Source: an optimization exercise on an open RTL-to-GDS flow (aim: small area). Production flows keep margins and buffers that such runs may drop. Only simulation tests tie the RTL to the original design; equivalence was not proved. No activity file was given, so power comes from the tool's default toggle rates.

## exp/delta
## correlator_top
module correlator_top
(
  input  logic                 clk_in,
  input  logic                 i_rst,
  input  logic                 i_pdm_valid,
  input  logic [3-1:0] i_pdm_bits,
  output logic                 o_acc_valid,
  output logic [(((3 * (3 - 1) / 2) > 1) ? $clog2((3 * (3 - 1) / 2)) : 1)-1:0]              o_acc_bl,
  output logic [((8 > 1) ? $clog2(8) : 1)-1:0]             o_acc_lag,
  output logic signed [48-1:0]                 o_acc_data,
  output logic                 o_acc_last
);
For scale: ~3,000 cells after synthesis, roughly 0.034 mm² of cells after synthesis.
export LEC_CHECK = 0
export ABC_AREA = 1
export CAP_MARGIN = 10
export CORE_MARGIN = 2
export CORE_UTILIZATION = 55
export SLEW_MARGIN = 10
create_clock -name core_clock -period 20.0 [get_ports {clk_in}]
standard.sh (not shown) runs the stock make flow with config.mk's settings and CLKGATE_MAP_FILE= SYNTH_SCRIPT=/design/flow/synth_recipe.tcl, a recipe that flattens the netlist after the stock synthesis.
==> flow/flow/run.sh <==
#!/bin/bash
# Standard layout with these changes to how it is made:
#  - synthesis maps logic with an area-oriented ABC script (flow/abc_area.script,
#    used through ABC_AREA=1) from a copy of the ORFS scripts folder;
#  - after synthesis, flow/postsynth.py maps the combinational logic again
#    (registers, adders and their names untouched) and keeps the smaller netlist;
#  - the clock tree uses small leaf clusters of clkbuf_4 and no dummy loads;
#  - ports are buffered with buf_1.
# Each tool's output goes to a log file in this folder.
set -euo pipefail
HERE=$(pwd)
rm -rf "$HERE/scripts_mod" "$HERE/post"
cp -r "$FLOW_HOME/scripts" "$HERE/scripts_mod"
cp "$HERE/flow/abc_area.script" "$HERE/scripts_mod/abc_area.script"
CTS="-sink_clustering_enable -repair_clock_nets -dont_use_dummy_load -sink_clustering_size 8 -sink_clustering_max_diameter 80 -buf_list sky130_fd_sc_hd__clkbuf_4"
ARGS=("SCRIPTS_DIR=$HERE/scripts_mod" "CTS_ARGS=$CTS" "BUFFER_PORTS_ARGS=-buffer_cell sky130_fd_sc_hd__buf_1")
bash standard.sh "${ARGS[@]}" synth > make_synth.log 2>&1
RES="$HERE/orfs/results/$FLOW_PLATFORM/correlator_top/base"
LIB="$FLOW_HOME/platforms/$FLOW_PLATFORM/lib/sky130_fd_sc_hd__tt_025C_1v80.lib"
if [[ -x "$FLOW_HOME/../tools/install/yosys/bin/yosys" ]]; then
  export YOSYS_BIN="$FLOW_HOME/../tools/install/yosys/bin/yosys"
fi
cp "$RES/1_2_yosys.v" "$HERE/1_2_yosys.std.v"
python3 "$HERE/flow/postsynth.py" "$LIB" "$FLOW_TOP" "$HERE/1_2_yosys.std.v" "$HERE/1_2_yosys.post.v" \
  "$HERE/post" 12 "$HERE/flow/reabc1.script,$HERE/flow/reabc2.script,$HERE/flow/reabc3.script,$HERE/flow/reabc4.script" \
  > postsynth.log 2>&1
cp "$HERE/1_2_yosys.post.v" "$RES/1_2_yosys.v"
rm -f "$RES/1_synth.odb" "$RES/1_synth.sdc"
bash standard.sh "${ARGS[@]}" finish > make_finish.log 2>&1
==> flow/flow/reabc2.script <==
strash
dch -f
amap
topo
==> flow/flow/reabc3.script <==
strash
&get -n
&st
&dch
&nf -a
&put
strash
&get -n
&st
&dch
&nf -a
&put
topo
==> flow/flow/reabc4.script <==
strash
&get -n
&deepsyn -T 30
&put
dch
map -a
topo
Other scripts of this flow, unchanged in this note and not shown: flow/flow/abc_area.script, flow/flow/fa_polarity.py, flow/flow/gen_cells.py, flow/flow/postsynth.py, flow/flow/reabc.ys.tpl, flow/flow/reabc1.script
### exp/delta -> exp/raven
diff --git a/flow/flow/run.sh b/flow/flow/run.sh
--- a/flow/flow/run.sh
+++ b/flow/flow/run.sh
@@ -10,0 +11,2 @@
+# Timing-driven placement steers by its trial repairs but keeps none of them
+export GPL_KEEP_OVERFLOW=0
@@ -25 +27 @@
-  "$HERE/post" 12 "$HERE/flow/reabc1.script,$HERE/flow/reabc2.script,$HERE/flow/reabc3.script,$HERE/flow/reabc4.script" \
+  "$HERE/post" 10 "$HERE/flow/reabc1.script,$HERE/flow/reabc2.script,$HERE/flow/reabc3.script" \
==> flow/flow/reabc2.script <==
strash
&get -n
&st
&dch
&nf -a
&put
strash
&get -n
&st
&dch
&nf -a
&put
topo
==> flow/flow/reabc3.script <==
strash
dch
amap
strash
dch
map -a
topo
removed: flow/flow/reabc4.script
## What came out
Floorplan row count | exp/raven above exp/delta
exp/delta has higher minimum setup slack in the final design than exp/raven.
exp/raven: pin count of the biggest net entering global routing is 6 higher than what exp/delta reported.
Taking exp/delta as the reference, in exp/raven final core utilization decreased 0.40 points; final hold slack -3.7 ps; total power rose by 4.7%; routability-driven placement congestion ratio now sits lower.
exp/delta -> exp/raven: wire length per cell decreased by a few percent
Of exp/raven and exp/delta, exp/delta shows the lower share of the clock period used by the worst path after layout, with exp/raven above it.
Compared exp/raven vs exp/delta, and proportion of cell area occupied by registers is down in exp/raven.
> inputs changed (exp/raven -> exp/quartz)
- CAP_MARGIN changed from 10 to 5
- SLEW_MARGIN changed from 10 to 5
- CORE_UTILIZATION changed from 55 to 45
diff --git a/flow/flow/run.sh b/flow/flow/run.sh
--- a/flow/flow/run.sh
+++ b/flow/flow/run.sh
@@ -11,2 +10,0 @@
-# Timing-driven placement steers by its trial repairs but keeps none of them
-export GPL_KEEP_OVERFLOW=0
[summary]
Looking at combinational power share, exp/quartz sits below exp/raven.
As far as area after synthesis goes, exp/quartz and exp/raven are indistinguishable; the numbers are identical.
Die footprint (higher): exp/quartz
Maximum frequency ended up 1.3% higher on exp/quartz than on exp/raven.
Between exp/quartz and exp/raven, the clock power share is lower for exp/raven.
Via count, exp/quartz and exp/raven: larger value in exp/raven
Inputs modified between exp/quartz and exp/violet:
- swapping 5 for 10 in SLEW_MARGIN
- swapping 45 for 55 in CORE_UTILIZATION
- swapping 5 for 10 in CAP_MARGIN
diff --git a/flow/flow/run.sh b/flow/flow/run.sh
--- a/flow/flow/run.sh
+++ b/flow/flow/run.sh
@@ -25 +25 @@
-  "$HERE/post" 10 "$HERE/flow/reabc1.script,$HERE/flow/reabc2.script,$HERE/flow/reabc3.script" \
+  "$HERE/post" 16 "$HERE/flow/reabc1.script,$HERE/flow/reabc2.script,$HERE/flow/reabc3.script" \
==> notes.md <==
exp/violet: all stages complete, timing, DRC and antenna checks passed
Placed wire-length estimate after detailed placement grows by a few percent when moving from exp/quartz to exp/violet.
[compare] base=exp/quartz new=exp/violet: final period demand of the worst path now sits higher, power per unit of standard cell area now sits lower.
Going from exp/quartz to exp/violet, synthesized cell count shows a reduction of about 12%; share of the clock period used by the worst path after layout up 0.40 points.
In exp/violet the slew at the pin closest to its max-slew limit turned out 7.5 ps lower than in exp/quartz.
On non-clock buffer count: between exp/quartz and exp/violet, it ends up lower for exp/quartz.
What exp/xenon does differently from exp/violet at the input level:
diff --git a/flow/flow/run.sh b/flow/flow/run.sh
--- a/flow/flow/run.sh
+++ b/flow/flow/run.sh
@@ -25 +25 @@
-  "$HERE/post" 16 "$HERE/flow/reabc1.script,$HERE/flow/reabc2.script,$HERE/flow/reabc3.script" \
+  "$HERE/post" 10 "$HERE/flow/reabc1.script,$HERE/flow/reabc2.script,$HERE/flow/reabc3.script" \
Results
exp/xenon and exp/violet ended up with nearly the same horizontal die dimension. On final worst slack, the lower figure sits with exp/xenon, not exp/violet. Every stage of the flow completed for exp/xenon, and the final layout passed the timing, design-rule and antenna checks. In the flow results for exp/xenon and exp/violet, the proportion of power drawn by combinational gates is smaller on exp/violet. In exp/xenon, area growth from synthesis to layout is lower than in exp/violet. Per the comparison of exp/xenon with exp/violet, global-route wire length before repair level, total power of the final layout moved up. exp/xenon ended with less global-route usage than exp/violet. The higher transition time at the pin with the least slew margin of exp/xenon and exp/violet is in exp/xenon. Relative to exp/violet, exp/xenon improves post-placement setup slack.
--- input diff exp/xenon..exp/maple ---
diff --git a/flow/flow/run.sh b/flow/flow/run.sh
--- a/flow/flow/run.sh
+++ b/flow/flow/run.sh
@@ -7 +7 @@
-#  - the clock tree uses small leaf clusters of clkbuf_4 and no dummy loads;
+#  - the clock tree uses fuller leaf clusters of clkbuf_8 and no dummy loads;
@@ -15 +15 @@
-CTS="-sink_clustering_enable -repair_clock_nets -dont_use_dummy_load -sink_clustering_size 8 -sink_clustering_max_diameter 80 -buf_list sky130_fd_sc_hd__clkbuf_4"
+CTS="-sink_clustering_enable -repair_clock_nets -dont_use_dummy_load -sink_clustering_size 14 -sink_clustering_max_diameter 120 -buf_list sky130_fd_sc_hd__clkbuf_8"
Notes after the runs:
In summary, exp/maple completed successfully, with a layout that passed the timing, design-rule and antenna checks. Delta (exp/maple minus exp/xenon): total wire length after detailed routing moved down; wire length of the first global-routing pass went down; layout overhead on the synthesized area has increased; clock period minus final worst setup slack increased 76 ps. exp/maple vs. exp/xenon: biggest cell delay along the critical path ~0 delta; met3 layer usage reported by global route -0.45 points; detailed-placement wirelength estimate ~0 delta; maximum operating frequency -about 0.4%; worst endpoint required time -180 ps. When the final numbers for exp/maple and exp/xenon were put side by side, the final worst slack turned out to be greater in exp/xenon. Design area delta (exp/xenon -> exp/maple): insignificant.

correlator_top, a different RTL version from the one above (not shown whole).
For scale: about 3200 cells after synthesis.
export LEC_CHECK = 0
export ABC_AREA = 1
export CAP_MARGIN = 10
export CORE_MARGIN = 2
export CORE_UTILIZATION = 55
export SLEW_MARGIN = 10
create_clock -name core_clock -period 20.0 [get_ports {clk_in}]
==> flow/flow/run.sh <==
#!/bin/bash
# Standard layout with two changes to how it is made:
#  - synthesis maps logic with an area-oriented ABC script (flow/abc_area.script,
#    used through ABC_AREA=1) from a copy of the ORFS scripts folder;
#  - the clock tree uses fuller leaf clusters of clkbuf_8 and no dummy loads;
#  - ports are buffered with buf_1.
# Each tool's output goes to a log file in this folder.
set -euo pipefail
HERE=$(pwd)
rm -rf "$HERE/scripts_mod"
cp -r "$FLOW_HOME/scripts" "$HERE/scripts_mod"
cp "$HERE/flow/abc_area.script" "$HERE/scripts_mod/abc_area.script"
CTS="-sink_clustering_enable -repair_clock_nets -dont_use_dummy_load -sink_clustering_size 14 -sink_clustering_max_diameter 120 -buf_list sky130_fd_sc_hd__clkbuf_8"
bash standard.sh "SCRIPTS_DIR=$HERE/scripts_mod" "CTS_ARGS=$CTS" "BUFFER_PORTS_ARGS=-buffer_cell sky130_fd_sc_hd__buf_1" finish > make_finish.log 2>&1
==> flow/flow/abc_area.script <==
strash
dch
map -a
strash
dch
map -a
topo
The first run finished clean.
Rerun with:
==> flow/flow/run.sh (replaced) <==
#!/bin/bash
# Standard layout with two changes to how it is made:
#  - synthesis maps logic with an area-oriented ABC script (flow/abc_area.script,
#    used through ABC_AREA=1) from a copy of the ORFS scripts folder;
#  - the clock tree uses fuller leaf clusters of clkbuf_8 and no dummy loads.
# Each tool's output goes to a log file in this folder.
set -euo pipefail
HERE=$(pwd)
rm -rf "$HERE/scripts_mod"
cp -r "$FLOW_HOME/scripts" "$HERE/scripts_mod"
cp "$HERE/flow/abc_area.script" "$HERE/scripts_mod/abc_area.script"
CTS="-sink_clustering_enable -repair_clock_nets -dont_use_dummy_load -sink_clustering_size 14 -sink_clustering_max_diameter 120 -buf_list sky130_fd_sc_hd__clkbuf_8"
bash standard.sh "SCRIPTS_DIR=$HERE/scripts_mod" "CTS_ARGS=$CTS" finish > make_finish.log 2>&1
- CAP_MARGIN: 10 -> 20
- SLEW_MARGIN: 10 -> 20
Non-clock buffer count came out higher by 6. Synthesized cell count does not change. Power stays flat. Global-route usage goes up by 0.24 points.

[afterwards: timing with drivers on the ports]
How much do the figures lean on ideal ports? The routed layouts below were timed once more, with nothing changed but the port constraints. Step 1, drivers: a clkbuf_16 drives clk_in and a buf_2 each remaining input, both assumed. Step 2 times the ports against the registers' clock, not the clock port: input delays grow and output delays shrink by t, the midpoint of the rising clock arrivals with the driver on. Three values: no drivers, after step 1, after step 2; two values: the first two.
| run | t (ns) | setup WS [ns] | worst hold slack (ns) | clock arrival spread, ns | worst data-port slew with drivers (ns) |
|---|---|---|---|---|---|
| exp/delta | 0.944 | 0.737 / 0.737 / 0.737 | 0.281 / 0.281 / 0.281 | 0.138 / 0.138 | 0.03 |
| exp/raven | 0.960 | 0.577 / 0.577 / 0.577 | 0.277 / 0.277 / 0.277 | 0.102 / 0.101 | 0.04 |
| exp/quartz | 0.962 | 0.828 / 0.828 / 0.828 | 0.252 / 0.252 / 0.252 | 0.104 / 0.104 | 0.06 |
| exp/violet | 0.927 | 0.747 / 0.747 / 0.747 | 0.270 / 0.270 / 0.270 | 0.106 / 0.106 | 0.11 |
| exp/xenon | 0.952 | 0.700 / 0.700 / 0.700 | 0.269 / 0.269 / 0.269 | 0.103 / 0.103 | 0.03 |
| exp/maple | 0.714 | 0.625 / 0.625 / 0.625 | 0.281 / 0.281 / 0.281 | 0.053 / 0.053 | 0.03 |
| the first run of note 2 | 0.721 | 0.777 / 0.777 / 0.777 | 0.282 / 0.282 / 0.282 | 0.075 / 0.075 | 0.03 |
| the second run of note 2 | 0.719 | 0.918 / 0.918 / 0.918 | 0.296 / 0.296 / 0.296 | 0.111 / 0.110 | 0.03 |
After both steps setup and hold are still met in every run listed.
